What follows belongs to an exercise in optimizing a design on an open flow for small area and a short achievable clock period; a production flow would make more cautious choices.
At most, simulation tests tie the RTL to the original design; equivalence was not proved.
Function not checked in run 1: the RTL went through the layout flow alone.
Power and IR drop assume default switching activity.

==> flow/design.v (outline; a module is shown in full before it is edited, if it fits) <==
// module mag_fa: 10 lines
// module fft_mag_sq_frame: 704 lines
module fft_mag_sq_frame
#(
  parameter  int FFT_LEN = 64,
  localparam int IDX_W   = $clog2(FFT_LEN)
) (
  input  logic             aclk,
  input  logic             areset,
  input  logic [31:0]      slave_tdata,
  input  logic             slave_tvalid,
  output logic             slave_tready,
  output logic [31:0]      master_tdata,
  output logic             master_tvalid,
  input  logic             master_tready,
  output logic             master_tlast,
  output logic [IDX_W-1:0] peak_bin,
  output logic [31:0]      peak_mag,
  output logic             peak_valid
);
  // ...
==> flow/flow/run.sh <==
#!/bin/bash
set -euo pipefail
bash standard.sh "BUFFER_PORTS_ARGS=-buffer_cell sky130_fd_sc_hd__buf_1" finish > standard.log 2>&1
==> flow/standard.sh <==
#!/bin/bash
# synth_recipe.tcl (not shown) runs the flow's synth.tcl, then flattens the netlist and writes it again
# the make line also repeats each setting of config.mk as NAME=value (left out here)
make -C /OpenROAD-flow-scripts/flow DESIGN_CONFIG=/design/flow/config.mk WORK_HOME=/design/flow/orfs CLKGATE_MAP_FILE= SYNTH_SCRIPT=/design/flow/synth_recipe.tcl "${@:-finish}"
==> flow/config.mk <==
export PLATFORM = sky130hd
export DESIGN_NAME = fft_mag_sq_frame
export DESIGN_NICKNAME = fft_mag_sq_frame
export VERILOG_FILES = /design/flow/design.v
export SDC_FILE = /design/flow/constraint.sdc
export NUM_CORES = 4
export LEC_CHECK = 0
export ABC_CLOCK_PERIOD_IN_PS = 3300
export CAP_MARGIN = 20
export CORE_MARGIN = 2
export CORE_UTILIZATION = 40
export SETUP_SLACK_MARGIN = 3.6
export SLEW_MARGIN = 20
export SYNTH_HIERARCHICAL = 1
export SYNTH_MINIMUM_KEEP_SIZE = 0
==> flow/constraint.sdc <==
create_clock -name core_clock -period 7.0 [get_ports {aclk}]
set_input_delay 1.4000 -clock core_clock [delete_from_list [all_inputs] [get_ports {aclk}]]
set_output_delay 1.4000 -clock core_clock [all_outputs]
set_load 0.01 [all_outputs]
==> qor.yml, run 1 <==
outcome: "timing/DRC/antenna clean"
drc: 0
timing.rr.end: "s2_row0_r[17]$_DFFE_PP_"
synth_common_cells: "nand2_1, edfxtp_1, fa_1, inv_1, ha_1"
placementRows: 72
ys_ff_latch: 210
fin_crit_sh: 0.5155
slowest_delay_ns: 0.54
rsz0062_at_grt: "true"
whs_ns: 0.4914
yosysWarnings: 7
start_util: 0.4059
synth_compound_area_frac: 0.1120
largest_registers: "peak_mag_r x32, run_max_r x32, s3_mag_r x32"
postCtsSetupRepairBufs: 86
seqPwrFrac: 0.289
cts_buffers: 26
p_int_uw: 4543
routed_wl_mm: 38.48
grt_pass1_vias: 11174
place_area_um2: 16590
total_power_uw: 7655
seq_area_frac_synth: 0.3956
cts_resized: 48
multi_input_area_share: 0.4849
slew_headroom: 0.4240
swShare: 0.4065
crit_type: "flop to flop"
syn_inst: 1347
hold_viol: 0
setup.worst_path.start_class: "flop"
dp.cells: 1917
r2r-start: "s1_re_r[0]$_DFFE_PP_"
reg2regPathDepth: 7
clockBufferDepth: 3
crit_path_frequent_cell: "fa_1"
layout-drive-gt1-share: 0.1526
grt_max_degree: 66
die_h_um: 202.0
post-place-ws_ns: 3.053
p_seq_uw: 2210
clk_share: 0.04456
clock_skew_ns: 0.008700
io_pins: 110
==> module fft_mag_sq_frame, before the edit <==
module fft_mag_sq_frame
#(
  parameter  int FFT_LEN = 64,
  localparam int IDX_W   = $clog2(FFT_LEN)
) (
  input  logic             aclk,
  input  logic             areset,
  input  logic [31:0]      slave_tdata,
  input  logic             slave_tvalid,
  output logic             slave_tready,
  output logic [31:0]      master_tdata,
  output logic             master_tvalid,
  input  logic             master_tready,
  output logic             master_tlast,
  output logic [IDX_W-1:0] peak_bin,
  output logic [31:0]      peak_mag,
  output logic             peak_valid
);
  localparam logic [IDX_W-1:0] LAST_IDX = IDX_W'(FFT_LEN - 1);
  logic             en_s, hs_s, first_s, last_s, upd_s;
  logic [15:0]      re_s, im_s, re_abs_s, im_abs_s;
  logic [31:0]      row0_s, row1_s, sum_s, mag_s;
  logic [15:0]      tree_a_s, tree_b_s;
  logic [31:0]      tree_row0_s, tree_row1_s;
  logic             s1_valid_r, s2_valid_r, s3_valid_r;
  logic [15:0]      s1_re_r, s1_im_r;
  logic [31:0]      s2_row0_r, s2_row1_r, s3_mag_r;
  logic [IDX_W-1:0] bin_cnt_r;
  logic [31:0]      run_max_r, peak_mag_r;
  logic [IDX_W-1:0] run_bin_r, peak_bin_r;
  logic             peak_valid_r;
  assign en_s         = master_tready;
  assign slave_tready = master_tready;
  assign re_s     = slave_tdata[15:0];
  assign im_s     = slave_tdata[31:16];
  assign re_abs_s = re_s[15] ? (~re_s + 16'd1) : re_s;
  assign im_abs_s = im_s[15] ? (~im_s + 16'd1) : im_s;
  always_ff @(posedge aclk) begin
    if (areset) begin
      s1_valid_r <= 1'b0;
      s2_valid_r <= 1'b0;
      s3_valid_r <= 1'b0;
    end else if (en_s) begin
      s1_valid_r <= slave_tvalid;
      s2_valid_r <= s1_valid_r;
      s3_valid_r <= s2_valid_r;
    end
  end
  always_ff @(posedge aclk) begin
    if (en_s) begin
      s1_re_r   <= re_abs_s;
      s1_im_r   <= im_abs_s;
      s2_row0_r <= row0_s;
      s2_row1_r <= row1_s;
      s3_mag_r  <= sum_s;
    end
  end
  assign tree_a_s = s1_re_r;
  assign tree_b_s = s1_im_r;
  assign row0_s   = tree_row0_s;
  assign row1_s   = tree_row1_s;
  wire ppa_0_1 = ~(tree_a_s[0] & tree_a_s[1]);
  wire ppa_0_2 = ~(tree_a_s[0] & tree_a_s[2]);
  wire ppa_0_3 = ~(tree_a_s[0] & tree_a_s[3]);
  wire ppa_0_4 = ~(tree_a_s[0] & tree_a_s[4]);
  wire ppa_0_5 = ~(tree_a_s[0] & tree_a_s[5]);
  wire ppa_0_6 = ~(tree_a_s[0] & tree_a_s[6]);
  wire ppa_0_7 = ~(tree_a_s[0] & tree_a_s[7]);
  wire ppa_0_8 = ~(tree_a_s[0] & tree_a_s[8]);
  wire ppa_0_9 = ~(tree_a_s[0] & tree_a_s[9]);
  wire ppa_0_10 = ~(tree_a_s[0] & tree_a_s[10]);
  wire ppa_0_11 = ~(tree_a_s[0] & tree_a_s[11]);
  wire ppa_0_12 = ~(tree_a_s[0] & tree_a_s[12]);
  wire ppa_0_13 = ~(tree_a_s[0] & tree_a_s[13]);
  wire ppa_0_14 = ~(tree_a_s[0] & tree_a_s[14]);
  wire ppa_1_2 = ~(tree_a_s[1] & tree_a_s[2]);
  wire ppa_1_3 = ~(tree_a_s[1] & tree_a_s[3]);
  wire ppa_1_4 = ~(tree_a_s[1] & tree_a_s[4]);
  wire ppa_1_5 = ~(tree_a_s[1] & tree_a_s[5]);
  wire ppa_1_6 = ~(tree_a_s[1] & tree_a_s[6]);
  wire ppa_1_7 = ~(tree_a_s[1] & tree_a_s[7]);
  wire ppa_1_8 = ~(tree_a_s[1] & tree_a_s[8]);
  wire ppa_1_9 = ~(tree_a_s[1] & tree_a_s[9]);
  wire ppa_1_10 = ~(tree_a_s[1] & tree_a_s[10]);
  wire ppa_1_11 = ~(tree_a_s[1] & tree_a_s[11]);
  wire ppa_1_12 = ~(tree_a_s[1] & tree_a_s[12]);
  wire ppa_1_13 = ~(tree_a_s[1] & tree_a_s[13]);
  wire ppa_1_14 = ~(tree_a_s[1] & tree_a_s[14]);
  wire ppa_2_3 = ~(tree_a_s[2] & tree_a_s[3]);
  wire ppa_2_4 = ~(tree_a_s[2] & tree_a_s[4]);
  wire ppa_2_5 = ~(tree_a_s[2] & tree_a_s[5]);
  wire ppa_2_6 = ~(tree_a_s[2] & tree_a_s[6]);
  wire ppa_2_7 = ~(tree_a_s[2] & tree_a_s[7]);
  wire ppa_2_8 = ~(tree_a_s[2] & tree_a_s[8]);
  wire ppa_2_9 = ~(tree_a_s[2] & tree_a_s[9]);
  wire ppa_2_10 = ~(tree_a_s[2] & tree_a_s[10]);
  wire ppa_2_11 = ~(tree_a_s[2] & tree_a_s[11]);
  wire ppa_2_12 = ~(tree_a_s[2] & tree_a_s[12]);
  wire ppa_2_13 = ~(tree_a_s[2] & tree_a_s[13]);
  wire ppa_2_14 = ~(tree_a_s[2] & tree_a_s[14]);
  wire ppa_3_4 = ~(tree_a_s[3] & tree_a_s[4]);
  wire ppa_3_5 = ~(tree_a_s[3] & tree_a_s[5]);
  wire ppa_3_6 = ~(tree_a_s[3] & tree_a_s[6]);
  wire ppa_3_7 = ~(tree_a_s[3] & tree_a_s[7]);
  wire ppa_3_8 = ~(tree_a_s[3] & tree_a_s[8]);
  wire ppa_3_9 = ~(tree_a_s[3] & tree_a_s[9]);
  wire ppa_3_10 = ~(tree_a_s[3] & tree_a_s[10]);
  wire ppa_3_11 = ~(tree_a_s[3] & tree_a_s[11]);
  wire ppa_3_12 = ~(tree_a_s[3] & tree_a_s[12]);
  wire ppa_3_13 = ~(tree_a_s[3] & tree_a_s[13]);
  wire ppa_3_14 = ~(tree_a_s[3] & tree_a_s[14]);
  wire ppa_4_5 = ~(tree_a_s[4] & tree_a_s[5]);
  wire ppa_4_6 = ~(tree_a_s[4] & tree_a_s[6]);
  wire ppa_4_7 = ~(tree_a_s[4] & tree_a_s[7]);
  wire ppa_4_8 = ~(tree_a_s[4] & tree_a_s[8]);
  wire ppa_4_9 = ~(tree_a_s[4] & tree_a_s[9]);
  wire ppa_4_10 = ~(tree_a_s[4] & tree_a_s[10]);
  wire ppa_4_11 = ~(tree_a_s[4] & tree_a_s[11]);
  wire ppa_4_12 = ~(tree_a_s[4] & tree_a_s[12]);
  wire ppa_4_13 = ~(tree_a_s[4] & tree_a_s[13]);
  wire ppa_4_14 = ~(tree_a_s[4] & tree_a_s[14]);
  wire ppa_5_6 = ~(tree_a_s[5] & tree_a_s[6]);
  wire ppa_5_7 = ~(tree_a_s[5] & tree_a_s[7]);
  wire ppa_5_8 = ~(tree_a_s[5] & tree_a_s[8]);
  wire ppa_5_9 = ~(tree_a_s[5] & tree_a_s[9]);
  wire ppa_5_10 = ~(tree_a_s[5] & tree_a_s[10]);
  wire ppa_5_11 = ~(tree_a_s[5] & tree_a_s[11]);
  wire ppa_5_12 = ~(tree_a_s[5] & tree_a_s[12]);
  wire ppa_5_13 = ~(tree_a_s[5] & tree_a_s[13]);
  wire ppa_5_14 = ~(tree_a_s[5] & tree_a_s[14]);
  wire ppa_6_7 = ~(tree_a_s[6] & tree_a_s[7]);
  wire ppa_6_8 = ~(tree_a_s[6] & tree_a_s[8]);
  wire ppa_6_9 = ~(tree_a_s[6] & tree_a_s[9]);
  wire ppa_6_10 = ~(tree_a_s[6] & tree_a_s[10]);
  wire ppa_6_11 = ~(tree_a_s[6] & tree_a_s[11]);
  wire ppa_6_12 = ~(tree_a_s[6] & tree_a_s[12]);
  wire ppa_6_13 = ~(tree_a_s[6] & tree_a_s[13]);
  wire ppa_6_14 = ~(tree_a_s[6] & tree_a_s[14]);
  wire ppa_7_8 = ~(tree_a_s[7] & tree_a_s[8]);
  wire ppa_7_9 = ~(tree_a_s[7] & tree_a_s[9]);
  wire ppa_7_10 = ~(tree_a_s[7] & tree_a_s[10]);
  wire ppa_7_11 = ~(tree_a_s[7] & tree_a_s[11]);
  wire ppa_7_12 = ~(tree_a_s[7] & tree_a_s[12]);
  wire ppa_7_13 = ~(tree_a_s[7] & tree_a_s[13]);
  wire ppa_7_14 = ~(tree_a_s[7] & tree_a_s[14]);
  wire ppa_8_9 = ~(tree_a_s[8] & tree_a_s[9]);
  wire ppa_8_10 = ~(tree_a_s[8] & tree_a_s[10]);
  wire ppa_8_11 = ~(tree_a_s[8] & tree_a_s[11]);
  wire ppa_8_12 = ~(tree_a_s[8] & tree_a_s[12]);
  wire ppa_8_13 = ~(tree_a_s[8] & tree_a_s[13]);
  wire ppa_8_14 = ~(tree_a_s[8] & tree_a_s[14]);
  wire ppa_9_10 = ~(tree_a_s[9] & tree_a_s[10]);
  wire ppa_9_11 = ~(tree_a_s[9] & tree_a_s[11]);
  wire ppa_9_12 = ~(tree_a_s[9] & tree_a_s[12]);
  wire ppa_9_13 = ~(tree_a_s[9] & tree_a_s[13]);
  wire ppa_9_14 = ~(tree_a_s[9] & tree_a_s[14]);
  wire ppa_10_11 = ~(tree_a_s[10] & tree_a_s[11]);
  wire ppa_10_12 = ~(tree_a_s[10] & tree_a_s[12]);
  wire ppa_10_13 = ~(tree_a_s[10] & tree_a_s[13]);
  wire ppa_10_14 = ~(tree_a_s[10] & tree_a_s[14]);
  wire ppa_11_12 = ~(tree_a_s[11] & tree_a_s[12]);
  wire ppa_11_13 = ~(tree_a_s[11] & tree_a_s[13]);
  wire ppa_11_14 = ~(tree_a_s[11] & tree_a_s[14]);
  wire ppa_12_13 = ~(tree_a_s[12] & tree_a_s[13]);
  wire ppa_12_14 = ~(tree_a_s[12] & tree_a_s[14]);
  wire ppa_13_14 = ~(tree_a_s[13] & tree_a_s[14]);
  wire ppb_0_1 = ~(tree_b_s[0] & tree_b_s[1]);
  wire ppb_0_2 = ~(tree_b_s[0] & tree_b_s[2]);
  wire ppb_0_3 = ~(tree_b_s[0] & tree_b_s[3]);
  wire ppb_0_4 = ~(tree_b_s[0] & tree_b_s[4]);
  wire ppb_0_5 = ~(tree_b_s[0] & tree_b_s[5]);
  wire ppb_0_6 = ~(tree_b_s[0] & tree_b_s[6]);
  wire ppb_0_7 = ~(tree_b_s[0] & tree_b_s[7]);
  wire ppb_0_8 = ~(tree_b_s[0] & tree_b_s[8]);
  wire ppb_0_9 = ~(tree_b_s[0] & tree_b_s[9]);
  wire ppb_0_10 = ~(tree_b_s[0] & tree_b_s[10]);
  wire ppb_0_11 = ~(tree_b_s[0] & tree_b_s[11]);
  wire ppb_0_12 = ~(tree_b_s[0] & tree_b_s[12]);
  wire ppb_0_13 = ~(tree_b_s[0] & tree_b_s[13]);
  wire ppb_0_14 = ~(tree_b_s[0] & tree_b_s[14]);
  wire ppb_1_2 = ~(tree_b_s[1] & tree_b_s[2]);
  wire ppb_1_3 = ~(tree_b_s[1] & tree_b_s[3]);
  wire ppb_1_4 = ~(tree_b_s[1] & tree_b_s[4]);
  wire ppb_1_5 = ~(tree_b_s[1] & tree_b_s[5]);
  wire ppb_1_6 = ~(tree_b_s[1] & tree_b_s[6]);
  wire ppb_1_7 = ~(tree_b_s[1] & tree_b_s[7]);
  wire ppb_1_8 = ~(tree_b_s[1] & tree_b_s[8]);
  wire ppb_1_9 = ~(tree_b_s[1] & tree_b_s[9]);
  wire ppb_1_10 = ~(tree_b_s[1] & tree_b_s[10]);
  wire ppb_1_11 = ~(tree_b_s[1] & tree_b_s[11]);
  wire ppb_1_12 = ~(tree_b_s[1] & tree_b_s[12]);
  wire ppb_1_13 = ~(tree_b_s[1] & tree_b_s[13]);
  wire ppb_1_14 = ~(tree_b_s[1] & tree_b_s[14]);
  wire ppb_2_3 = ~(tree_b_s[2] & tree_b_s[3]);
  wire ppb_2_4 = ~(tree_b_s[2] & tree_b_s[4]);
  wire ppb_2_5 = ~(tree_b_s[2] & tree_b_s[5]);
  wire ppb_2_6 = ~(tree_b_s[2] & tree_b_s[6]);
  wire ppb_2_7 = ~(tree_b_s[2] & tree_b_s[7]);
  wire ppb_2_8 = ~(tree_b_s[2] & tree_b_s[8]);
  wire ppb_2_9 = ~(tree_b_s[2] & tree_b_s[9]);
  wire ppb_2_10 = ~(tree_b_s[2] & tree_b_s[10]);
  wire ppb_2_11 = ~(tree_b_s[2] & tree_b_s[11]);
  wire ppb_2_12 = ~(tree_b_s[2] & tree_b_s[12]);
  wire ppb_2_13 = ~(tree_b_s[2] & tree_b_s[13]);
  wire ppb_2_14 = ~(tree_b_s[2] & tree_b_s[14]);
  wire ppb_3_4 = ~(tree_b_s[3] & tree_b_s[4]);
  wire ppb_3_5 = ~(tree_b_s[3] & tree_b_s[5]);
  wire ppb_3_6 = ~(tree_b_s[3] & tree_b_s[6]);
  wire ppb_3_7 = ~(tree_b_s[3] & tree_b_s[7]);
  wire ppb_3_8 = ~(tree_b_s[3] & tree_b_s[8]);
  wire ppb_3_9 = ~(tree_b_s[3] & tree_b_s[9]);
  wire ppb_3_10 = ~(tree_b_s[3] & tree_b_s[10]);
  wire ppb_3_11 = ~(tree_b_s[3] & tree_b_s[11]);
  wire ppb_3_12 = ~(tree_b_s[3] & tree_b_s[12]);
  wire ppb_3_13 = ~(tree_b_s[3] & tree_b_s[13]);
  wire ppb_3_14 = ~(tree_b_s[3] & tree_b_s[14]);
  wire ppb_4_5 = ~(tree_b_s[4] & tree_b_s[5]);
  wire ppb_4_6 = ~(tree_b_s[4] & tree_b_s[6]);
  wire ppb_4_7 = ~(tree_b_s[4] & tree_b_s[7]);
  wire ppb_4_8 = ~(tree_b_s[4] & tree_b_s[8]);
  wire ppb_4_9 = ~(tree_b_s[4] & tree_b_s[9]);
  wire ppb_4_10 = ~(tree_b_s[4] & tree_b_s[10]);
  wire ppb_4_11 = ~(tree_b_s[4] & tree_b_s[11]);
  wire ppb_4_12 = ~(tree_b_s[4] & tree_b_s[12]);
  wire ppb_4_13 = ~(tree_b_s[4] & tree_b_s[13]);
  wire ppb_4_14 = ~(tree_b_s[4] & tree_b_s[14]);
  wire ppb_5_6 = ~(tree_b_s[5] & tree_b_s[6]);
  wire ppb_5_7 = ~(tree_b_s[5] & tree_b_s[7]);
  wire ppb_5_8 = ~(tree_b_s[5] & tree_b_s[8]);
  wire ppb_5_9 = ~(tree_b_s[5] & tree_b_s[9]);
  wire ppb_5_10 = ~(tree_b_s[5] & tree_b_s[10]);
  wire ppb_5_11 = ~(tree_b_s[5] & tree_b_s[11]);
  wire ppb_5_12 = ~(tree_b_s[5] & tree_b_s[12]);
  wire ppb_5_13 = ~(tree_b_s[5] & tree_b_s[13]);
  wire ppb_5_14 = ~(tree_b_s[5] & tree_b_s[14]);
  wire ppb_6_7 = ~(tree_b_s[6] & tree_b_s[7]);
  wire ppb_6_8 = ~(tree_b_s[6] & tree_b_s[8]);
  wire ppb_6_9 = ~(tree_b_s[6] & tree_b_s[9]);
  wire ppb_6_10 = ~(tree_b_s[6] & tree_b_s[10]);
  wire ppb_6_11 = ~(tree_b_s[6] & tree_b_s[11]);
  wire ppb_6_12 = ~(tree_b_s[6] & tree_b_s[12]);
  wire ppb_6_13 = ~(tree_b_s[6] & tree_b_s[13]);
  wire ppb_6_14 = ~(tree_b_s[6] & tree_b_s[14]);
  wire ppb_7_8 = ~(tree_b_s[7] & tree_b_s[8]);
  wire ppb_7_9 = ~(tree_b_s[7] & tree_b_s[9]);
  wire ppb_7_10 = ~(tree_b_s[7] & tree_b_s[10]);
  wire ppb_7_11 = ~(tree_b_s[7] & tree_b_s[11]);
  wire ppb_7_12 = ~(tree_b_s[7] & tree_b_s[12]);
  wire ppb_7_13 = ~(tree_b_s[7] & tree_b_s[13]);
  wire ppb_7_14 = ~(tree_b_s[7] & tree_b_s[14]);
  wire ppb_8_9 = ~(tree_b_s[8] & tree_b_s[9]);
  wire ppb_8_10 = ~(tree_b_s[8] & tree_b_s[10]);
  wire ppb_8_11 = ~(tree_b_s[8] & tree_b_s[11]);
  wire ppb_8_12 = ~(tree_b_s[8] & tree_b_s[12]);
  wire ppb_8_13 = ~(tree_b_s[8] & tree_b_s[13]);
  wire ppb_8_14 = ~(tree_b_s[8] & tree_b_s[14]);
  wire ppb_9_10 = ~(tree_b_s[9] & tree_b_s[10]);
  wire ppb_9_11 = ~(tree_b_s[9] & tree_b_s[11]);
  wire ppb_9_12 = ~(tree_b_s[9] & tree_b_s[12]);
  wire ppb_9_13 = ~(tree_b_s[9] & tree_b_s[13]);
  wire ppb_9_14 = ~(tree_b_s[9] & tree_b_s[14]);
  wire ppb_10_11 = ~(tree_b_s[10] & tree_b_s[11]);
  wire ppb_10_12 = ~(tree_b_s[10] & tree_b_s[12]);
  wire ppb_10_13 = ~(tree_b_s[10] & tree_b_s[13]);
  wire ppb_10_14 = ~(tree_b_s[10] & tree_b_s[14]);
  wire ppb_11_12 = ~(tree_b_s[11] & tree_b_s[12]);
  wire ppb_11_13 = ~(tree_b_s[11] & tree_b_s[13]);
  wire ppb_11_14 = ~(tree_b_s[11] & tree_b_s[14]);
  wire ppb_12_13 = ~(tree_b_s[12] & tree_b_s[13]);
  wire ppb_12_14 = ~(tree_b_s[12] & tree_b_s[14]);
  wire ppb_13_14 = ~(tree_b_s[13] & tree_b_s[14]);
  wire ha0_s = ~(~tree_a_s[6] ^ ~tree_b_s[6]);
  wire ha0_c = ~tree_a_s[6] | ~tree_b_s[6];
  wire fa1_s, fa1_c;
  mag_fa u_fa1 (.a(~tree_a_s[7]), .b(~tree_b_s[7]), .c(ppa_0_13), .s(fa1_s), .co(fa1_c));
  wire ha2_s = ~(ppa_1_12 ^ ppa_2_11);
  wire ha2_c = ppa_1_12 | ppa_2_11;
  wire fa3_s, fa3_c;
  mag_fa u_fa3 (.a(ppa_0_14), .b(ppa_1_13), .c(ppa_2_12), .s(fa3_s), .co(fa3_c));
  wire ha4_s = ~(ppa_3_11 ^ ppa_4_10);
  wire ha4_c = ppa_3_11 | ppa_4_10;
  wire fa5_s, fa5_c;
  mag_fa u_fa5 (.a(~tree_a_s[8]), .b(~tree_b_s[8]), .c(ppa_1_14), .s(fa5_s), .co(fa5_c));
  wire fa6_s, fa6_c;
  mag_fa u_fa6 (.a(ppa_2_13), .b(ppa_3_12), .c(ppa_4_11), .s(fa6_s), .co(fa6_c));
  wire ha7_s = ~(ppa_5_10 ^ ppa_6_9);
  wire ha7_c = ppa_5_10 | ppa_6_9;
  wire fa8_s, fa8_c;
  mag_fa u_fa8 (.a(ppa_2_14), .b(ppa_3_13), .c(ppa_4_12), .s(fa8_s), .co(fa8_c));
  wire fa9_s, fa9_c;
  mag_fa u_fa9 (.a(~tree_a_s[9]), .b(~tree_b_s[9]), .c(ppa_3_14), .s(fa9_s), .co(fa9_c));
  wire ha10_s = ~(~tree_a_s[4] ^ ~tree_b_s[4]);
  wire ha10_c = ~tree_a_s[4] | ~tree_b_s[4];
  wire fa11_s, fa11_c;
  mag_fa u_fa11 (.a(~tree_a_s[5]), .b(~tree_b_s[5]), .c(ppa_0_9), .s(fa11_s), .co(fa11_c));
  wire ha12_s = ~(ppa_1_8 ^ ppa_2_7);
  wire ha12_c = ppa_1_8 | ppa_2_7;
  wire fa13_s, fa13_c;
  mag_fa u_fa13 (.a(ppa_0_10), .b(ppa_1_9), .c(ppa_2_8), .s(fa13_s), .co(fa13_c));
  wire ha14_s = ~(ppa_3_7 ^ ppa_4_6);
  wire ha14_c = ppa_3_7 | ppa_4_6;
  wire fa15_s, fa15_c;
  mag_fa u_fa15 (.a(ppa_0_11), .b(ppa_1_10), .c(ppa_2_9), .s(fa15_s), .co(fa15_c));
  wire fa16_s, fa16_c;
  mag_fa u_fa16 (.a(ppa_3_8), .b(ppa_4_7), .c(ppa_5_6), .s(fa16_s), .co(fa16_c));
  wire fa17_s, fa17_c;
  mag_fa u_fa17 (.a(ppb_0_11), .b(ppb_1_10), .c(ppb_2_9), .s(fa17_s), .co(fa17_c));
  wire fa18_s, fa18_c;
  mag_fa u_fa18 (.a(ppa_0_12), .b(ppa_1_11), .c(ppa_2_10), .s(fa18_s), .co(fa18_c));
  wire fa19_s, fa19_c;
  mag_fa u_fa19 (.a(ppa_3_9), .b(ppa_4_8), .c(ppa_5_7), .s(fa19_s), .co(fa19_c));
  wire fa20_s, fa20_c;
  mag_fa u_fa20 (.a(ppb_0_12), .b(ppb_1_11), .c(ppb_2_10), .s(fa20_s), .co(fa20_c));
  wire ha21_s = ~(ppb_3_9 ^ ppb_4_8);
  wire ha21_c = ppb_3_9 | ppb_4_8;
  wire fa22_s, fa22_c;
  mag_fa u_fa22 (.a(ppa_3_10), .b(ppa_4_9), .c(ppa_5_8), .s(fa22_s), .co(fa22_c));
  wire fa23_s, fa23_c;
  mag_fa u_fa23 (.a(ppa_6_7), .b(ppb_0_13), .c(ppb_1_12), .s(fa23_s), .co(fa23_c));
  wire fa24_s, fa24_c;
  mag_fa u_fa24 (.a(ppb_2_11), .b(ppb_3_10), .c(ppb_4_9), .s(fa24_s), .co(fa24_c));
  wire fa25_s, fa25_c;
  mag_fa u_fa25 (.a(ppb_5_8), .b(ppb_6_7), .c(ha2_s), .s(fa25_s), .co(fa25_c));
  wire fa26_s, fa26_c;
  mag_fa u_fa26 (.a(ppa_5_9), .b(ppa_6_8), .c(ppb_0_14), .s(fa26_s), .co(fa26_c));
  wire fa27_s, fa27_c;
  mag_fa u_fa27 (.a(ppb_1_13), .b(ppb_2_12), .c(ppb_3_11), .s(fa27_s), .co(fa27_c));
  wire fa28_s, fa28_c;
  mag_fa u_fa28 (.a(ppb_4_10), .b(ppb_5_9), .c(ppb_6_8), .s(fa28_s), .co(fa28_c));
  wire fa29_s, fa29_c;
  mag_fa u_fa29 (.a(ha2_c), .b(ha4_s), .c(fa1_c), .s(fa29_s), .co(fa29_c));
  wire fa30_s, fa30_c;
  mag_fa u_fa30 (.a(ppa_7_8), .b(ppb_1_14), .c(ppb_2_13), .s(fa30_s), .co(fa30_c));
  wire fa31_s, fa31_c;
  mag_fa u_fa31 (.a(ppb_3_12), .b(ppb_4_11), .c(ppb_5_10), .s(fa31_s), .co(fa31_c));
  wire fa32_s, fa32_c;
  mag_fa u_fa32 (.a(ppb_6_9), .b(ppb_7_8), .c(ha4_c), .s(fa32_s), .co(fa32_c));
  wire fa33_s, fa33_c;
  mag_fa u_fa33 (.a(ha7_s), .b(fa3_c), .c(fa5_s), .s(fa33_s), .co(fa33_c));
  wire fa34_s, fa34_c;
  mag_fa u_fa34 (.a(ppa_5_11), .b(ppa_6_10), .c(ppa_7_9), .s(fa34_s), .co(fa34_c));
  wire fa35_s, fa35_c;
  mag_fa u_fa35 (.a(ppb_2_14), .b(ppb_3_13), .c(ppb_4_12), .s(fa35_s), .co(fa35_c));
  wire fa36_s, fa36_c;
  mag_fa u_fa36 (.a(ppb_5_11), .b(ppb_6_10), .c(ppb_7_9), .s(fa36_s), .co(fa36_c));
  wire fa37_s, fa37_c;
  mag_fa u_fa37 (.a(ha7_c), .b(fa5_c), .c(fa6_c), .s(fa37_s), .co(fa37_c));
  wire fa38_s, fa38_c;
  mag_fa u_fa38 (.a(ppa_4_13), .b(ppa_5_12), .c(ppa_6_11), .s(fa38_s), .co(fa38_c));
  wire fa39_s, fa39_c;
  mag_fa u_fa39 (.a(ppa_7_10), .b(ppa_8_9), .c(ppb_3_14), .s(fa39_s), .co(fa39_c));
  wire fa40_s, fa40_c;
  mag_fa u_fa40 (.a(ppb_4_13), .b(ppb_5_12), .c(ppb_6_11), .s(fa40_s), .co(fa40_c));
  wire fa41_s, fa41_c;
  mag_fa u_fa41 (.a(ppb_7_10), .b(ppb_8_9), .c(fa8_c), .s(fa41_s), .co(fa41_c));
  wire fa42_s, fa42_c;
  mag_fa u_fa42 (.a(ppa_4_14), .b(ppa_5_13), .c(ppa_6_12), .s(fa42_s), .co(fa42_c));
  wire fa43_s, fa43_c;
  mag_fa u_fa43 (.a(ppa_7_11), .b(ppa_8_10), .c(ppb_4_14), .s(fa43_s), .co(fa43_c));
  wire fa44_s, fa44_c;
  mag_fa u_fa44 (.a(ppb_5_13), .b(ppb_6_12), .c(ppb_7_11), .s(fa44_s), .co(fa44_c));
  wire fa45_s, fa45_c;
  mag_fa u_fa45 (.a(~tree_a_s[10]), .b(~tree_b_s[10]), .c(ppa_5_14), .s(fa45_s), .co(fa45_c));
  wire fa46_s, fa46_c;
  mag_fa u_fa46 (.a(ppa_6_13), .b(ppa_7_12), .c(ppa_8_11), .s(fa46_s), .co(fa46_c));
  wire fa47_s, fa47_c;
  mag_fa u_fa47 (.a(ppa_9_10), .b(ppb_5_14), .c(ppb_6_13), .s(fa47_s), .co(fa47_c));
  wire fa48_s, fa48_c;
  mag_fa u_fa48 (.a(ppa_6_14), .b(ppa_7_13), .c(ppa_8_12), .s(fa48_s), .co(fa48_c));
  wire fa49_s, fa49_c;
  mag_fa u_fa49 (.a(~tree_a_s[11]), .b(~tree_b_s[11]), .c(ppa_7_14), .s(fa49_s), .co(fa49_c));
  wire fa50_s, fa50_c;
  mag_fa u_fa50 (.a(~tree_a_s[3]), .b(~tree_b_s[3]), .c(ppa_0_5), .s(fa50_s), .co(fa50_c));
  wire ha51_s = ~(ppa_0_6 ^ ppa_1_5);
  wire ha51_c = ppa_0_6 | ppa_1_5;
  wire fa52_s, fa52_c;
  mag_fa u_fa52 (.a(ppa_0_7), .b(ppa_1_6), .c(ppa_2_5), .s(fa52_s), .co(fa52_c));
  wire fa53_s, fa53_c;
  mag_fa u_fa53 (.a(ppa_3_4), .b(ppb_0_7), .c(ppb_1_6), .s(fa53_s), .co(fa53_c));
  wire fa54_s, fa54_c;
  mag_fa u_fa54 (.a(ppa_0_8), .b(ppa_1_7), .c(ppa_2_6), .s(fa54_s), .co(fa54_c));
  wire fa55_s, fa55_c;
  mag_fa u_fa55 (.a(ppa_3_5), .b(ppb_0_8), .c(ppb_1_7), .s(fa55_s), .co(fa55_c));
  wire ha56_s = ~(ppb_2_6 ^ ppb_3_5);
  wire ha56_c = ppb_2_6 | ppb_3_5;
  wire fa57_s, fa57_c;
  mag_fa u_fa57 (.a(ppa_3_6), .b(ppa_4_5), .c(ppb_0_9), .s(fa57_s), .co(fa57_c));
  wire fa58_s, fa58_c;
  mag_fa u_fa58 (.a(ppb_1_8), .b(ppb_2_7), .c(ppb_3_6), .s(fa58_s), .co(fa58_c));
  wire fa59_s, fa59_c;
  mag_fa u_fa59 (.a(ppb_4_5), .b(ha12_s), .c(fa11_s), .s(fa59_s), .co(fa59_c));
  wire fa60_s, fa60_c;
  mag_fa u_fa60 (.a(ppb_0_10), .b(ppb_1_9), .c(ppb_2_8), .s(fa60_s), .co(fa60_c));
  wire fa61_s, fa61_c;
  mag_fa u_fa61 (.a(ppb_3_7), .b(ppb_4_6), .c(ha12_c), .s(fa61_s), .co(fa61_c));
  wire fa62_s, fa62_c;
  mag_fa u_fa62 (.a(ha14_s), .b(fa11_c), .c(fa13_s), .s(fa62_s), .co(fa62_c));
  wire fa63_s, fa63_c;
  mag_fa u_fa63 (.a(ppb_3_8), .b(ppb_4_7), .c(ppb_5_6), .s(fa63_s), .co(fa63_c));
  wire fa64_s, fa64_c;
  mag_fa u_fa64 (.a(ha0_s), .b(ha14_c), .c(fa13_c), .s(fa64_s), .co(fa64_c));
  wire fa65_s, fa65_c;
  mag_fa u_fa65 (.a(fa15_s), .b(fa16_s), .c(fa17_s), .s(fa65_s), .co(fa65_c));
  wire fa66_s, fa66_c;
  mag_fa u_fa66 (.a(ppb_5_7), .b(ha0_c), .c(ha21_s), .s(fa66_s), .co(fa66_c));
  wire fa67_s, fa67_c;
  mag_fa u_fa67 (.a(fa15_c), .b(fa16_c), .c(fa17_c), .s(fa67_s), .co(fa67_c));
  wire fa68_s, fa68_c;
  mag_fa u_fa68 (.a(fa18_s), .b(fa19_s), .c(fa20_s), .s(fa68_s), .co(fa68_c));
  wire fa69_s, fa69_c;
  mag_fa u_fa69 (.a(ha21_c), .b(fa18_c), .c(fa19_c), .s(fa69_s), .co(fa69_c));
  wire fa70_s, fa70_c;
  mag_fa u_fa70 (.a(fa20_c), .b(fa22_s), .c(fa23_s), .s(fa70_s), .co(fa70_c));
  wire fa71_s, fa71_c;
  mag_fa u_fa71 (.a(fa24_s), .b(fa1_s), .c(fa25_s), .s(fa71_s), .co(fa71_c));
  wire fa72_s, fa72_c;
  mag_fa u_fa72 (.a(fa22_c), .b(fa23_c), .c(fa24_c), .s(fa72_s), .co(fa72_c));
  wire fa73_s, fa73_c;
  mag_fa u_fa73 (.a(fa26_s), .b(fa27_s), .c(fa28_s), .s(fa73_s), .co(fa73_c));
  wire fa74_s, fa74_c;
  mag_fa u_fa74 (.a(fa3_s), .b(fa25_c), .c(fa29_s), .s(fa74_s), .co(fa74_c));
  wire fa75_s, fa75_c;
  mag_fa u_fa75 (.a(fa26_c), .b(fa27_c), .c(fa28_c), .s(fa75_s), .co(fa75_c));
  wire fa76_s, fa76_c;
  mag_fa u_fa76 (.a(fa30_s), .b(fa31_s), .c(fa6_s), .s(fa76_s), .co(fa76_c));
  wire fa77_s, fa77_c;
  mag_fa u_fa77 (.a(fa32_s), .b(fa29_c), .c(fa33_s), .s(fa77_s), .co(fa77_c));
  wire fa78_s, fa78_c;
  mag_fa u_fa78 (.a(fa30_c), .b(fa31_c), .c(fa34_s), .s(fa78_s), .co(fa78_c));
  wire fa79_s, fa79_c;
  mag_fa u_fa79 (.a(fa35_s), .b(fa36_s), .c(fa8_s), .s(fa79_s), .co(fa79_c));
  wire fa80_s, fa80_c;
  mag_fa u_fa80 (.a(fa32_c), .b(fa37_s), .c(fa33_c), .s(fa80_s), .co(fa80_c));
  wire fa81_s, fa81_c;
  mag_fa u_fa81 (.a(fa34_c), .b(fa35_c), .c(fa36_c), .s(fa81_s), .co(fa81_c));
  wire fa82_s, fa82_c;
  mag_fa u_fa82 (.a(fa38_s), .b(fa39_s), .c(fa40_s), .s(fa82_s), .co(fa82_c));
  wire fa83_s, fa83_c;
  mag_fa u_fa83 (.a(fa9_s), .b(fa37_c), .c(fa41_s), .s(fa83_s), .co(fa83_c));
  wire fa84_s, fa84_c;
  mag_fa u_fa84 (.a(ppb_8_10), .b(fa9_c), .c(fa38_c), .s(fa84_s), .co(fa84_c));
  wire fa85_s, fa85_c;
  mag_fa u_fa85 (.a(fa39_c), .b(fa40_c), .c(fa42_s), .s(fa85_s), .co(fa85_c));
  wire fa86_s, fa86_c;
  mag_fa u_fa86 (.a(fa43_s), .b(fa44_s), .c(fa41_c), .s(fa86_s), .co(fa86_c));
  wire fa87_s, fa87_c;
  mag_fa u_fa87 (.a(ppb_7_12), .b(ppb_8_11), .c(ppb_9_10), .s(fa87_s), .co(fa87_c));
  wire fa88_s, fa88_c;
  mag_fa u_fa88 (.a(fa42_c), .b(fa43_c), .c(fa44_c), .s(fa88_s), .co(fa88_c));
  wire fa89_s, fa89_c;
  mag_fa u_fa89 (.a(fa45_s), .b(fa46_s), .c(fa47_s), .s(fa89_s), .co(fa89_c));
  wire fa90_s, fa90_c;
  mag_fa u_fa90 (.a(ppa_9_11), .b(ppb_6_14), .c(ppb_7_13), .s(fa90_s), .co(fa90_c));
  wire fa91_s, fa91_c;
  mag_fa u_fa91 (.a(ppb_8_12), .b(ppb_9_11), .c(fa45_c), .s(fa91_s), .co(fa91_c));
  wire fa92_s, fa92_c;
  mag_fa u_fa92 (.a(fa46_c), .b(fa47_c), .c(fa48_s), .s(fa92_s), .co(fa92_c));
  wire fa93_s, fa93_c;
  mag_fa u_fa93 (.a(ppa_8_13), .b(ppa_9_12), .c(ppa_10_11), .s(fa93_s), .co(fa93_c));
  wire fa94_s, fa94_c;
  mag_fa u_fa94 (.a(ppb_7_14), .b(ppb_8_13), .c(ppb_9_12), .s(fa94_s), .co(fa94_c));
  wire fa95_s, fa95_c;
  mag_fa u_fa95 (.a(ppb_10_11), .b(fa48_c), .c(fa49_s), .s(fa95_s), .co(fa95_c));
  wire fa96_s, fa96_c;
  mag_fa u_fa96 (.a(ppa_8_14), .b(ppa_9_13), .c(ppa_10_12), .s(fa96_s), .co(fa96_c));
  wire fa97_s, fa97_c;
  mag_fa u_fa97 (.a(ppb_8_14), .b(ppb_9_13), .c(ppb_10_12), .s(fa97_s), .co(fa97_c));
  wire fa98_s, fa98_c;
  mag_fa u_fa98 (.a(~tree_a_s[12]), .b(~tree_b_s[12]), .c(ppa_9_14), .s(fa98_s), .co(fa98_c));
  wire fa99_s, fa99_c;
  mag_fa u_fa99 (.a(ppa_10_13), .b(ppa_11_12), .c(ppb_9_14), .s(fa99_s), .co(fa99_c));
  wire fa100_s, fa100_c;
  mag_fa u_fa100 (.a(~tree_a_s[2]), .b(~tree_b_s[2]), .c(ppa_0_3), .s(fa100_s), .co(fa100_c));
  wire ha101_s = ~(ppa_0_4 ^ ppa_1_3);
  wire ha101_c = ppa_0_4 | ppa_1_3;
  wire fa102_s, fa102_c;
  mag_fa u_fa102 (.a(ppa_1_4), .b(ppa_2_3), .c(ppb_0_5), .s(fa102_s), .co(fa102_c));
  wire ha103_s = ~(ppb_1_4 ^ ppb_2_3);
  wire ha103_c = ppb_1_4 | ppb_2_3;
  wire fa104_s, fa104_c;
  mag_fa u_fa104 (.a(ppa_2_4), .b(ppb_0_6), .c(ppb_1_5), .s(fa104_s), .co(fa104_c));
  wire fa105_s, fa105_c;
  mag_fa u_fa105 (.a(ppb_2_4), .b(ha51_s), .c(fa50_c), .s(fa105_s), .co(fa105_c));
  wire fa106_s, fa106_c;
  mag_fa u_fa106 (.a(ppb_2_5), .b(ppb_3_4), .c(ha10_s), .s(fa106_s), .co(fa106_c));
  wire fa107_s, fa107_c;
  mag_fa u_fa107 (.a(ha51_c), .b(fa52_s), .c(fa53_s), .s(fa107_s), .co(fa107_c));
  wire fa108_s, fa108_c;
  mag_fa u_fa108 (.a(ha10_c), .b(ha56_s), .c(fa52_c), .s(fa108_s), .co(fa108_c));
  wire fa109_s, fa109_c;
  mag_fa u_fa109 (.a(fa53_c), .b(fa54_s), .c(fa55_s), .s(fa109_s), .co(fa109_c));
  wire fa110_s, fa110_c;
  mag_fa u_fa110 (.a(ha56_c), .b(fa54_c), .c(fa55_c), .s(fa110_s), .co(fa110_c));
  wire fa111_s, fa111_c;
  mag_fa u_fa111 (.a(fa57_s), .b(fa58_s), .c(fa59_s), .s(fa111_s), .co(fa111_c));
  wire fa112_s, fa112_c;
  mag_fa u_fa112 (.a(fa57_c), .b(fa58_c), .c(fa60_s), .s(fa112_s), .co(fa112_c));
  wire fa113_s, fa113_c;
  mag_fa u_fa113 (.a(fa61_s), .b(fa59_c), .c(fa62_s), .s(fa113_s), .co(fa113_c));
  wire fa114_s, fa114_c;
  mag_fa u_fa114 (.a(fa60_c), .b(fa63_s), .c(fa61_c), .s(fa114_s), .co(fa114_c));
  wire fa115_s, fa115_c;
  mag_fa u_fa115 (.a(fa64_s), .b(fa62_c), .c(fa65_s), .s(fa115_s), .co(fa115_c));
  wire fa116_s, fa116_c;
  mag_fa u_fa116 (.a(fa63_c), .b(fa66_s), .c(fa64_c), .s(fa116_s), .co(fa116_c));
  wire fa117_s, fa117_c;
  mag_fa u_fa117 (.a(fa67_s), .b(fa65_c), .c(fa68_s), .s(fa117_s), .co(fa117_c));
  wire fa118_s, fa118_c;
  mag_fa u_fa118 (.a(fa66_c), .b(fa67_c), .c(fa69_s), .s(fa118_s), .co(fa118_c));
  wire fa119_s, fa119_c;
  mag_fa u_fa119 (.a(fa68_c), .b(fa70_s), .c(fa71_s), .s(fa119_s), .co(fa119_c));
  wire fa120_s, fa120_c;
  mag_fa u_fa120 (.a(fa69_c), .b(fa72_s), .c(fa70_c), .s(fa120_s), .co(fa120_c));
  wire fa121_s, fa121_c;
  mag_fa u_fa121 (.a(fa73_s), .b(fa71_c), .c(fa74_s), .s(fa121_s), .co(fa121_c));
  wire fa122_s, fa122_c;
  mag_fa u_fa122 (.a(fa72_c), .b(fa75_s), .c(fa73_c), .s(fa122_s), .co(fa122_c));
  wire fa123_s, fa123_c;
  mag_fa u_fa123 (.a(fa76_s), .b(fa74_c), .c(fa77_s), .s(fa123_s), .co(fa123_c));
  wire fa124_s, fa124_c;
  mag_fa u_fa124 (.a(fa75_c), .b(fa76_c), .c(fa78_s), .s(fa124_s), .co(fa124_c));
  wire fa125_s, fa125_c;
  mag_fa u_fa125 (.a(fa79_s), .b(fa77_c), .c(fa80_s), .s(fa125_s), .co(fa125_c));
  wire fa126_s, fa126_c;
  mag_fa u_fa126 (.a(fa81_s), .b(fa78_c), .c(fa79_c), .s(fa126_s), .co(fa126_c));
  wire fa127_s, fa127_c;
  mag_fa u_fa127 (.a(fa82_s), .b(fa80_c), .c(fa83_s), .s(fa127_s), .co(fa127_c));
  wire fa128_s, fa128_c;
  mag_fa u_fa128 (.a(fa81_c), .b(fa84_s), .c(fa82_c), .s(fa128_s), .co(fa128_c));
  wire fa129_s, fa129_c;
  mag_fa u_fa129 (.a(fa85_s), .b(fa86_s), .c(fa83_c), .s(fa129_s), .co(fa129_c));
  wire fa130_s, fa130_c;
  mag_fa u_fa130 (.a(fa87_s), .b(fa84_c), .c(fa88_s), .s(fa130_s), .co(fa130_c));
  wire fa131_s, fa131_c;
  mag_fa u_fa131 (.a(fa85_c), .b(fa89_s), .c(fa86_c), .s(fa131_s), .co(fa131_c));
  wire fa132_s, fa132_c;
  mag_fa u_fa132 (.a(fa87_c), .b(fa90_s), .c(fa88_c), .s(fa132_s), .co(fa132_c));
  wire fa133_s, fa133_c;
  mag_fa u_fa133 (.a(fa91_s), .b(fa89_c), .c(fa92_s), .s(fa133_s), .co(fa133_c));
  wire fa134_s, fa134_c;
  mag_fa u_fa134 (.a(fa90_c), .b(fa93_s), .c(fa94_s), .s(fa134_s), .co(fa134_c));
  wire fa135_s, fa135_c;
  mag_fa u_fa135 (.a(fa91_c), .b(fa92_c), .c(fa95_s), .s(fa135_s), .co(fa135_c));
  wire fa136_s, fa136_c;
  mag_fa u_fa136 (.a(fa49_c), .b(fa93_c), .c(fa94_c), .s(fa136_s), .co(fa136_c));
  wire fa137_s, fa137_c;
  mag_fa u_fa137 (.a(fa96_s), .b(fa97_s), .c(fa95_c), .s(fa137_s), .co(fa137_c));
  wire fa138_s, fa138_c;
  mag_fa u_fa138 (.a(ppb_10_13), .b(ppb_11_12), .c(fa96_c), .s(fa138_s), .co(fa138_c));
  wire fa139_s, fa139_c;
  mag_fa u_fa139 (.a(fa97_c), .b(fa98_s), .c(fa99_s), .s(fa139_s), .co(fa139_c));
  wire fa140_s, fa140_c;
  mag_fa u_fa140 (.a(ppa_10_14), .b(ppa_11_13), .c(ppb_10_14), .s(fa140_s), .co(fa140_c));
  wire fa141_s, fa141_c;
  mag_fa u_fa141 (.a(ppb_11_13), .b(fa98_c), .c(fa99_c), .s(fa141_s), .co(fa141_c));
  wire fa142_s, fa142_c;
  mag_fa u_fa142 (.a(~tree_a_s[13]), .b(~tree_b_s[13]), .c(ppa_11_14), .s(fa142_s), .co(fa142_c));
  wire fa143_s, fa143_c;
  mag_fa u_fa143 (.a(ppa_12_13), .b(ppb_11_14), .c(ppb_12_13), .s(fa143_s), .co(fa143_c));
  wire ha144_s = ~(~tree_a_s[1] ^ ~tree_b_s[1]);
  wire ha144_c = ~tree_a_s[1] | ~tree_b_s[1];
  wire ha145_s = ~(ppa_1_2 ^ ppb_0_3);
  wire ha145_c = ppa_1_2 | ppb_0_3;
  wire fa146_s, fa146_c;
  mag_fa u_fa146 (.a(ppb_0_4), .b(ppb_1_3), .c(ha101_s), .s(fa146_s), .co(fa146_c));
  wire fa147_s, fa147_c;
  mag_fa u_fa147 (.a(ha101_c), .b(ha103_s), .c(fa102_s), .s(fa147_s), .co(fa147_c));
  wire fa148_s, fa148_c;
  mag_fa u_fa148 (.a(ha103_c), .b(fa102_c), .c(fa104_s), .s(fa148_s), .co(fa148_c));
  wire fa149_s, fa149_c;
  mag_fa u_fa149 (.a(fa104_c), .b(fa106_s), .c(fa105_c), .s(fa149_s), .co(fa149_c));
  wire fa150_s, fa150_c;
  mag_fa u_fa150 (.a(fa106_c), .b(fa108_s), .c(fa107_c), .s(fa150_s), .co(fa150_c));
  wire fa151_s, fa151_c;
  mag_fa u_fa151 (.a(fa108_c), .b(fa110_s), .c(fa109_c), .s(fa151_s), .co(fa151_c));
  wire fa152_s, fa152_c;
  mag_fa u_fa152 (.a(fa110_c), .b(fa112_s), .c(fa111_c), .s(fa152_s), .co(fa152_c));
  wire fa153_s, fa153_c;
  mag_fa u_fa153 (.a(fa112_c), .b(fa114_s), .c(fa113_c), .s(fa153_s), .co(fa153_c));
  wire fa154_s, fa154_c;
  mag_fa u_fa154 (.a(fa114_c), .b(fa116_s), .c(fa115_c), .s(fa154_s), .co(fa154_c));
  wire fa155_s, fa155_c;
  mag_fa u_fa155 (.a(fa116_c), .b(fa117_c), .c(fa118_s), .s(fa155_s), .co(fa155_c));
  wire fa156_s, fa156_c;
  mag_fa u_fa156 (.a(fa118_c), .b(fa120_s), .c(fa119_c), .s(fa156_s), .co(fa156_c));
  wire fa157_s, fa157_c;
  mag_fa u_fa157 (.a(fa120_c), .b(fa122_s), .c(fa121_c), .s(fa157_s), .co(fa157_c));
  wire fa158_s, fa158_c;
  mag_fa u_fa158 (.a(fa122_c), .b(fa124_s), .c(fa125_s), .s(fa158_s), .co(fa158_c));
  wire fa159_s, fa159_c;
  mag_fa u_fa159 (.a(fa124_c), .b(fa126_s), .c(fa125_c), .s(fa159_s), .co(fa159_c));
  wire fa160_s, fa160_c;
  mag_fa u_fa160 (.a(fa126_c), .b(fa128_s), .c(fa129_s), .s(fa160_s), .co(fa160_c));
  wire fa161_s, fa161_c;
  mag_fa u_fa161 (.a(fa128_c), .b(fa130_s), .c(fa131_s), .s(fa161_s), .co(fa161_c));
  wire fa162_s, fa162_c;
  mag_fa u_fa162 (.a(fa132_s), .b(fa130_c), .c(fa133_s), .s(fa162_s), .co(fa162_c));
  wire fa163_s, fa163_c;
  mag_fa u_fa163 (.a(fa134_s), .b(fa132_c), .c(fa133_c), .s(fa163_s), .co(fa163_c));
  wire fa164_s, fa164_c;
  mag_fa u_fa164 (.a(fa136_s), .b(fa134_c), .c(fa135_c), .s(fa164_s), .co(fa164_c));
  wire fa165_s, fa165_c;
  mag_fa u_fa165 (.a(fa136_c), .b(fa138_s), .c(fa139_s), .s(fa165_s), .co(fa165_c));
  wire fa166_s, fa166_c;
  mag_fa u_fa166 (.a(fa140_s), .b(fa138_c), .c(fa141_s), .s(fa166_s), .co(fa166_c));
  wire fa167_s, fa167_c;
  mag_fa u_fa167 (.a(fa140_c), .b(fa142_s), .c(fa143_s), .s(fa167_s), .co(fa167_c));
  wire fa168_s, fa168_c;
  mag_fa u_fa168 (.a(ppa_12_14), .b(ppb_12_14), .c(fa142_c), .s(fa168_s), .co(fa168_c));
  wire fa169_s, fa169_c;
  mag_fa u_fa169 (.a(~tree_a_s[14]), .b(~tree_b_s[14]), .c(ppa_13_14), .s(fa169_s), .co(fa169_c));
  wire ha170_s = ~(ppa_0_1 ^ ppb_0_1);
  wire ha170_c = ppa_0_1 | ppb_0_1;
  wire fa171_s, fa171_c;
  mag_fa u_fa171 (.a(ppa_0_2), .b(ppb_0_2), .c(ha144_c), .s(fa171_s), .co(fa171_c));
  wire fa172_s, fa172_c;
  mag_fa u_fa172 (.a(ppb_1_2), .b(ha145_s), .c(fa100_s), .s(fa172_s), .co(fa172_c));
  wire fa173_s, fa173_c;
  mag_fa u_fa173 (.a(ha145_c), .b(fa100_c), .c(fa146_s), .s(fa173_s), .co(fa173_c));
  wire fa174_s, fa174_c;
  mag_fa u_fa174 (.a(fa50_s), .b(fa146_c), .c(fa147_s), .s(fa174_s), .co(fa174_c));
  wire fa175_s, fa175_c;
  mag_fa u_fa175 (.a(fa105_s), .b(fa147_c), .c(fa148_s), .s(fa175_s), .co(fa175_c));
  wire fa176_s, fa176_c;
  mag_fa u_fa176 (.a(fa148_c), .b(fa107_s), .c(fa149_s), .s(fa176_s), .co(fa176_c));
  wire fa177_s, fa177_c;
  mag_fa u_fa177 (.a(fa109_s), .b(fa149_c), .c(fa150_s), .s(fa177_s), .co(fa177_c));
  wire fa178_s, fa178_c;
  mag_fa u_fa178 (.a(fa150_c), .b(fa151_s), .c(fa111_s), .s(fa178_s), .co(fa178_c));
  wire fa179_s, fa179_c;
  mag_fa u_fa179 (.a(fa151_c), .b(fa113_s), .c(fa152_s), .s(fa179_s), .co(fa179_c));
  wire fa180_s, fa180_c;
  mag_fa u_fa180 (.a(fa115_s), .b(fa152_c), .c(fa153_s), .s(fa180_s), .co(fa180_c));
  wire fa181_s, fa181_c;
  mag_fa u_fa181 (.a(fa117_s), .b(fa153_c), .c(fa154_s), .s(fa181_s), .co(fa181_c));
  wire fa182_s, fa182_c;
  mag_fa u_fa182 (.a(fa119_s), .b(fa154_c), .c(fa155_s), .s(fa182_s), .co(fa182_c));
  wire fa183_s, fa183_c;
  mag_fa u_fa183 (.a(fa155_c), .b(fa121_s), .c(fa156_s), .s(fa183_s), .co(fa183_c));
  wire fa184_s, fa184_c;
  mag_fa u_fa184 (.a(fa123_s), .b(fa156_c), .c(fa157_s), .s(fa184_s), .co(fa184_c));
  wire fa185_s, fa185_c;
  mag_fa u_fa185 (.a(fa123_c), .b(fa157_c), .c(fa158_s), .s(fa185_s), .co(fa185_c));
  wire fa186_s, fa186_c;
  mag_fa u_fa186 (.a(fa127_s), .b(fa158_c), .c(fa159_s), .s(fa186_s), .co(fa186_c));
  wire fa187_s, fa187_c;
  mag_fa u_fa187 (.a(fa127_c), .b(fa159_c), .c(fa160_s), .s(fa187_s), .co(fa187_c));
  wire fa188_s, fa188_c;
  mag_fa u_fa188 (.a(fa129_c), .b(fa161_s), .c(fa160_c), .s(fa188_s), .co(fa188_c));
  wire fa189_s, fa189_c;
  mag_fa u_fa189 (.a(fa131_c), .b(fa162_s), .c(fa161_c), .s(fa189_s), .co(fa189_c));
  wire fa190_s, fa190_c;
  mag_fa u_fa190 (.a(fa135_s), .b(fa163_s), .c(fa162_c), .s(fa190_s), .co(fa190_c));
  wire fa191_s, fa191_c;
  mag_fa u_fa191 (.a(fa137_s), .b(fa163_c), .c(fa164_s), .s(fa191_s), .co(fa191_c));
  wire fa192_s, fa192_c;
  mag_fa u_fa192 (.a(fa137_c), .b(fa165_s), .c(fa164_c), .s(fa192_s), .co(fa192_c));
  wire fa193_s, fa193_c;
  mag_fa u_fa193 (.a(fa139_c), .b(fa165_c), .c(fa166_s), .s(fa193_s), .co(fa193_c));
  wire fa194_s, fa194_c;
  mag_fa u_fa194 (.a(fa141_c), .b(fa167_s), .c(fa166_c), .s(fa194_s), .co(fa194_c));
  wire fa195_s, fa195_c;
  mag_fa u_fa195 (.a(fa143_c), .b(fa168_s), .c(fa167_c), .s(fa195_s), .co(fa195_c));
  wire fa196_s, fa196_c;
  mag_fa u_fa196 (.a(ppb_13_14), .b(fa169_s), .c(fa168_c), .s(fa196_s), .co(fa196_c));
  assign tree_row0_s = {1'b1, ~tree_a_s[15], fa169_c, fa196_s, fa195_s, fa194_s, fa193_s, fa192_s, fa191_s, fa190_s, fa189_s, fa188_s, fa187_s, fa186_s, fa185_s, fa184_s, fa183_s, fa182_s, fa181_s, fa180_s, fa179_s, fa178_s, fa177_s, fa176_s, fa175_s, fa174_s, fa173_s, fa172_s, fa171_s, ha170_s, 1'b1, ~tree_a_s[0]};
  assign tree_row1_s = {1'b1, ~tree_b_s[15], fa196_c, fa195_c, fa194_c, fa193_c, fa192_c, fa191_c, fa190_c, fa189_c, fa188_c, fa187_c, fa186_c, fa185_c, fa184_c, fa183_c, fa182_c, fa181_c, fa180_c, fa179_c, fa178_c, fa177_c, fa176_c, fa175_c, fa174_c, fa173_c, fa172_c, fa171_c, ha170_c, ha144_s, 1'b1, ~tree_b_s[0]};
  assign sum_s = ~(s2_row0_r + s2_row1_r + 32'd1);
  assign mag_s = s3_mag_r;
  assign hs_s    = s3_valid_r && master_tready;
  assign first_s = (bin_cnt_r == {IDX_W{1'b0}});
  assign last_s  = (bin_cnt_r == LAST_IDX);
  always_ff @(posedge aclk) begin
    if (areset) begin
      bin_cnt_r <= {IDX_W{1'b0}};
    end else if (hs_s) begin
      bin_cnt_r <= bin_cnt_r + IDX_W'(1);
    end
  end
  assign upd_s = first_s || (mag_s > run_max_r);
  always_ff @(posedge aclk) begin
    if (hs_s && upd_s) begin
      run_max_r <= mag_s;
      run_bin_r <= bin_cnt_r;
    end
    if (hs_s && last_s) begin
      peak_mag_r <= upd_s ? mag_s : run_max_r;
      peak_bin_r <= upd_s ? bin_cnt_r : run_bin_r;
    end
  end
  always_ff @(posedge aclk) begin
    if (areset) begin
      peak_valid_r <= 1'b0;
    end else begin
      peak_valid_r <= hs_s && last_s;
    end
  end
  assign master_tvalid = s3_valid_r;
  assign master_tdata  = mag_s;
  assign master_tlast  = last_s;
  assign peak_bin      = peak_bin_r;
  assign peak_mag      = peak_mag_r;
  assign peak_valid    = peak_valid_r;
endmodule
==> inputs of run 2 (changes only) <==
--- a/flow/design.v
+++ b/flow/design.v
@@ -35,9 +35,13 @@
   logic [31:0]      row0_s, row1_s, sum_s, mag_s;
   logic [15:0]      tree_a_s, tree_b_s;
   logic [31:0]      tree_row0_s, tree_row1_s;
+  logic             tree_cin_s;
   logic             s1_valid_r, s2_valid_r, s3_valid_r;
   logic [15:0]      s1_re_r, s1_im_r;
-  logic [31:0]      s2_row0_r, s2_row1_r, s3_mag_r;
+  logic [31:0]      s3_mag_r;
+  logic [31:0]      s2_row0_r;
+  logic [31:8]      s2_row1_r;
+  logic             s2_cin_r;
   logic [IDX_W-1:0] bin_cnt_r;
   logic [31:0]      run_max_r, peak_mag_r;
   logic [IDX_W-1:0] run_bin_r, peak_bin_r;
@@ -64,7 +68,8 @@
       s1_re_r   <= re_abs_s;
       s1_im_r   <= im_abs_s;
       s2_row0_r <= row0_s;
-      s2_row1_r <= row1_s;
+      s2_row1_r <= row1_s[31:8];
+      s2_cin_r  <= tree_cin_s;
       s3_mag_r  <= sum_s;
     end
   end
@@ -676,9 +681,25 @@
   mag_fa u_fa195 (.a(fa143_c), .b(fa168_s), .c(fa167_c), .s(fa195_s), .co(fa195_c));
   wire fa196_s, fa196_c;
   mag_fa u_fa196 (.a(ppb_13_14), .b(fa169_s), .c(fa168_c), .s(fa196_s), .co(fa196_c));
-  assign tree_row0_s = {1'b1, ~tree_a_s[15], fa169_c, fa196_s, fa195_s, fa194_s, fa193_s, fa192_s, fa191_s, fa190_s, fa189_s, fa188_s, fa187_s, fa186_s, fa185_s, fa184_s, fa183_s, fa182_s, fa181_s, fa180_s, fa179_s, fa178_s, fa177_s, fa176_s, fa175_s, fa174_s, fa173_s, fa172_s, fa171_s, ha170_s, 1'b1, ~tree_a_s[0]};
-  assign tree_row1_s = {1'b1, ~tree_b_s[15], fa196_c, fa195_c, fa194_c, fa193_c, fa192_c, fa191_c, fa190_c, fa189_c, fa188_c, fa187_c, fa186_c, fa185_c, fa184_c, fa183_c, fa182_c, fa181_c, fa180_c, fa179_c, fa178_c, fa177_c, fa176_c, fa175_c, fa174_c, fa173_c, fa172_c, fa171_c, ha170_c, ha144_s, 1'b1, ~tree_b_s[0]};
-  assign sum_s = ~(s2_row0_r + s2_row1_r + 32'd1);
+  wire lo0_s = ~(~tree_a_s[0] ^ ~tree_b_s[0]);
+  wire lo0_c = ~tree_a_s[0] | ~tree_b_s[0];
+  wire lo2_s = ~(ha170_s ^ ha144_s);
+  wire lo2_c = ha170_s | ha144_s;
+  wire lo3_s, lo3_c;
+  mag_fa u_lo3 (.a(fa171_s), .b(ha170_c), .c(lo2_c), .s(lo3_s), .co(lo3_c));
+  wire lo4_s, lo4_c;
+  mag_fa u_lo4 (.a(fa172_s), .b(fa171_c), .c(lo3_c), .s(lo4_s), .co(lo4_c));
+  wire lo5_s, lo5_c;
+  mag_fa u_lo5 (.a(fa173_s), .b(fa172_c), .c(lo4_c), .s(lo5_s), .co(lo5_c));
+  wire lo6_s, lo6_c;
+  mag_fa u_lo6 (.a(fa174_s), .b(fa173_c), .c(lo5_c), .s(lo6_s), .co(lo6_c));
+  wire lo7_s, lo7_c;
+  mag_fa u_lo7 (.a(fa175_s), .b(fa174_c), .c(lo6_c), .s(lo7_s), .co(lo7_c));
+  assign tree_row0_s = {1'b1, ~tree_a_s[15], fa169_c, fa196_s, fa195_s, fa194_s, fa193_s, fa192_s, fa191_s, fa190_s, fa189_s, fa188_s, fa187_s, fa186_s, fa185_s, fa184_s, fa183_s, fa182_s, fa181_s, fa180_s, fa179_s, fa178_s, fa177_s, fa176_s, lo7_s, lo6_s, lo5_s, lo4_s, lo3_s, lo2_s, lo0_c, lo0_s};
+  assign tree_row1_s = {1'b1, ~tree_b_s[15], fa196_c, fa195_c, fa194_c, fa193_c, fa192_c, fa191_c, fa190_c, fa189_c, fa188_c, fa187_c, fa186_c, fa185_c, fa184_c, fa183_c, fa182_c, fa181_c, fa180_c, fa179_c, fa178_c, fa177_c, fa176_c, fa175_c, 1'b1, 1'b1, 1'b1, 1'b1, 1'b1, 1'b1, 1'b1, 1'b1};
+  assign tree_cin_s = lo7_c;
+  assign sum_s[7:0]  = ~s2_row0_r[7:0];
+  assign sum_s[31:8] = ~(s2_row0_r[31:8] + s2_row1_r + 24'(s2_cin_r));
   assign mag_s = s3_mag_r;
   assign hs_s    = s3_valid_r && master_tready;
   assign first_s = (bin_cnt_r == {IDX_W{1'b0}});
--- a/flow/config.mk
+++ b/flow/config.mk
@@ -5,11 +5,13 @@
 export SDC_FILE = /design/flow/constraint.sdc
 export NUM_CORES = 4
 export LEC_CHECK = 0
-export ABC_CLOCK_PERIOD_IN_PS = 3300
+export ABC_CLOCK_PERIOD_IN_PS = 3500
 export CAP_MARGIN = 20
 export CORE_MARGIN = 2
 export CORE_UTILIZATION = 40
-export SETUP_SLACK_MARGIN = 3.6
+export CTS_BUF_LIST = sky130_fd_sc_hd__clkbuf_8
+export CTS_CLUSTER_SIZE = 12
+export SETUP_SLACK_MARGIN = 3.2
 export SLEW_MARGIN = 20
 export SYNTH_HIERARCHICAL = 1
 export SYNTH_MINIMUM_KEEP_SIZE = 0
==> qor.yml, run 2 <==
outcome: "timing/DRC/antenna clean"
drv_cap: 0
clock_skew_ns: 0.03158  # +0.02288 ns
io_buffers: 109
syn_inst: 1281  # -4.9%
h-tree-depth: 2
syn_to_final_growth_pct: 13.12
dp.cells: 1846  # -3.7%
yosysWarnings: 7  # unchanged
antenna_found_initial: 0
synth_common_cells: "nand2_1, edfxtp_1, fa_1, inv_1, ha_1"
gr-total-overflow: 0
syn_area_um2: 15110
synth_edf_count: 195
clockBufferDepth: 3  # unchanged
clock_sinks: 205
dieWidth_um: 198.3
grt_usage: 0.1773
min_path_cells: 0
tritoncts: "yes"
seq_area_frac_synth: 0.4008  # +0.005199
io_pins: 110  # unchanged
min_path_type: "flop to flop"
clk_latency_ns: 0.55
layout-drive-gt1-share: 0.08771  # -0.06489
worst_pin_slew_ns: 1.052
cp.required_ns: 7.26
synth.distinct_cells: 63
fill_cells: 3481
vdd_drop_max_mv: 0.1410
fin_crit_sh: 0.5316  # +0.01605
final_nets: 1721
placementRows: 71  # -1.4%
first_iter_violations: 560
regArea_um2: 6056
worstPathArrival_ns: 3.98
grt_max_degree: 84  # +27%
die_h_um: 198.3  # -1.8%
crit_type: "flop to flop"
syn_avg_cell_area_um2: 11.79
setup_violations: 0
wl_per_cell_um: 17.42
vias: 10103
setup.worst_path.start_class: "flop"
finalCriticalPeriod_ns: 3.721
postRouteAntennaNets: 0
slew_headroom: 0.2989  # -0.1251
syn_nets: 1581
synth_top_area_share: 0.3876
place_congestion: 0.9064
multi_input_area_um2: 8362
routed_wl_mm: 34.12  # -11%
dr.pass1.iters: 5
viasPerCell: 5.157
diodes: 0
drv_slew: 0
dp_hpwl_mm: 25.00
cp_max_fo: 15
cts_root_buf: "clkbuf_8"
mostFrequentLayoutCell: "nand2_1"
async_flop_share: 0
fin_tns_setup_ns: 0
cts_buffers: 37  # +42%
grt_pass1_wl_mm: 54.02
grt_pass1_vias: 10053  # -10%
final_area_um2: 17090
synth_area_leaders: "edfxtp_1, fa_1, nand2_1"
yosysMostFrequentCell: "nand2_1"
rsz0062_at_grt: "true"
max_freq_ghz: 0.2687
clkTransAtPathRegs_ns: 0.06
start_util: 0.4040  # -0.001918
largest_registers: "peak_mag_r x32, run_max_r x32, s3_mag_r x32"
final_cells: 1959
setup.worst_path.end_class: "flop"
ys_ff_latch: 205  # -2.4%
p_leak_uw: 0.006289
yosys.area.top_type: "edfxtp_1"
drc: 0  # unchanged
coreArea_um2: 37400
hold_viol: 0  # unchanged
final_cell_mix: "nand2_1, edfxtp_1, fa_1"
synth_ff_type: "edfxtp_1"
place_area_um2: 15980  # -3.7%
design.die.area_um2: 39340
p_per_area_nw_per_um2: 393.9
reg2regPathDepth: 6  # -1
==> run 2: layout make-up <==
| cell class | instances | area share |
|---|---|---|
| Clock buffer | 39 | 0.03141 |
| Clock inverter | 27 | 0.008346 |
| Inverter | 119 | 0.02614 |
| Multi-Input combinational cell | 893 | 0.4893 |
| Sequential cell | 205 | 0.3543 |
| Tap cell | 511 | 0.03741 |
| Timing Repair Buffer | 165 | 0.05308 |
==> run 2: metrics by stage <==
stage / util / power (uW) / hold WS, ns / setup WS, ns
final: 0.4570 / 6732 / 0.4991 / 3.279
after global routing: 0.4570 / 7418 / 0.4999 / 3.166
after CTS: 0.4526 / 6797 / 0.4950 / 3.236
after detailed placement: 0.4272 / 5676 / 0.4795 / 2.952
after global placement: 0.4272 / 5548 / 0.4722 / 3.067
after floorplan: - / 4687 / 0.4534 / 3.210
==> run 2: worst max-delay path: stages, from the launching register on <==
cell and delay, ns:
edfxtp_1 0.76, inv_1 0.14, fa_1 0.53, fa_1 0.53, fa_1 0.58, fa_1 0.45, fa_1 0.45
==> run 2: worst paths after layout <==
kind	end	slack, ns	startpoint
max reg2reg	s2_row0_r[20]$_DFFE_PP_	3.28	s1_im_r[10]$_DFFE_PP_
max	s2_row0_r[20]$_DFFE_PP_	3.28	s1_im_r[10]$_DFFE_PP_
min	run_bin_r[4]$_DFFE_PP_	0.50	bin_cnt_r[4]$_SDFFE_PP0P_
min reg2reg	run_bin_r[4]$_DFFE_PP_	0.50	bin_cnt_r[4]$_SDFFE_PP0P_
==> run 2: cell families after synthesis <==
family / after synthesis / synth area share
mux: 10 / 0.006708
flops: 205 / 0.4008
xor+xnor: 45 / 0.02609
compound gates: 185 / 0.09458
buf+inv: 183 / 0.04778
fa+ha+maj: 264 / 0.3125
simple gates: 389 / 0.1115
==> run 2: power breakdown <==
part	total [uW]	internal, uW	leakage [uW]	switching [uW]
clock	1050	553	0.000376	498
sequential	2170	1960	0.00192	215
combinational	3510	1530	0.00399	1980
==> run 2: timing repair <==
item	CTS	global route
hold buffers	0	0
gates resized for setup	0	7
setup endpoints to repair	10	46
buffers inserted	36	11
pin swaps	0	2
==> run 2: modules after synthesis (local to each module, per instance) <==
module | cell area, um^2 | cells | copies in the design
mag_fa | 20.02 | 1 | 187
fft_mag_sq_frame | 11360 | 1094 | 1
==> run 2: per-layer routing <==
| metal | vias up | share of wire | track usage |
|---|---|---|---|
| li1 | 4741 | - | - |
| met1 | 4957 | 0.46 | 0.2490 |
| met2 | 342 | 0.44 | 0.2756 |
| met3 | 63 | 0.071 | 0.03696 |
| met4 | 0 | 0.027 | 0.05709 |
| met5 | - | 0 | 0 |

Setup slack of run 2, layout unchanged: 3.279 ns with ideal ports, 3.279 ns with driving cells assumed (clock clkbuf_16, inputs buf_2), 3.279 ns with port delays also shifted by the 0.579 ns mid clock arrival.
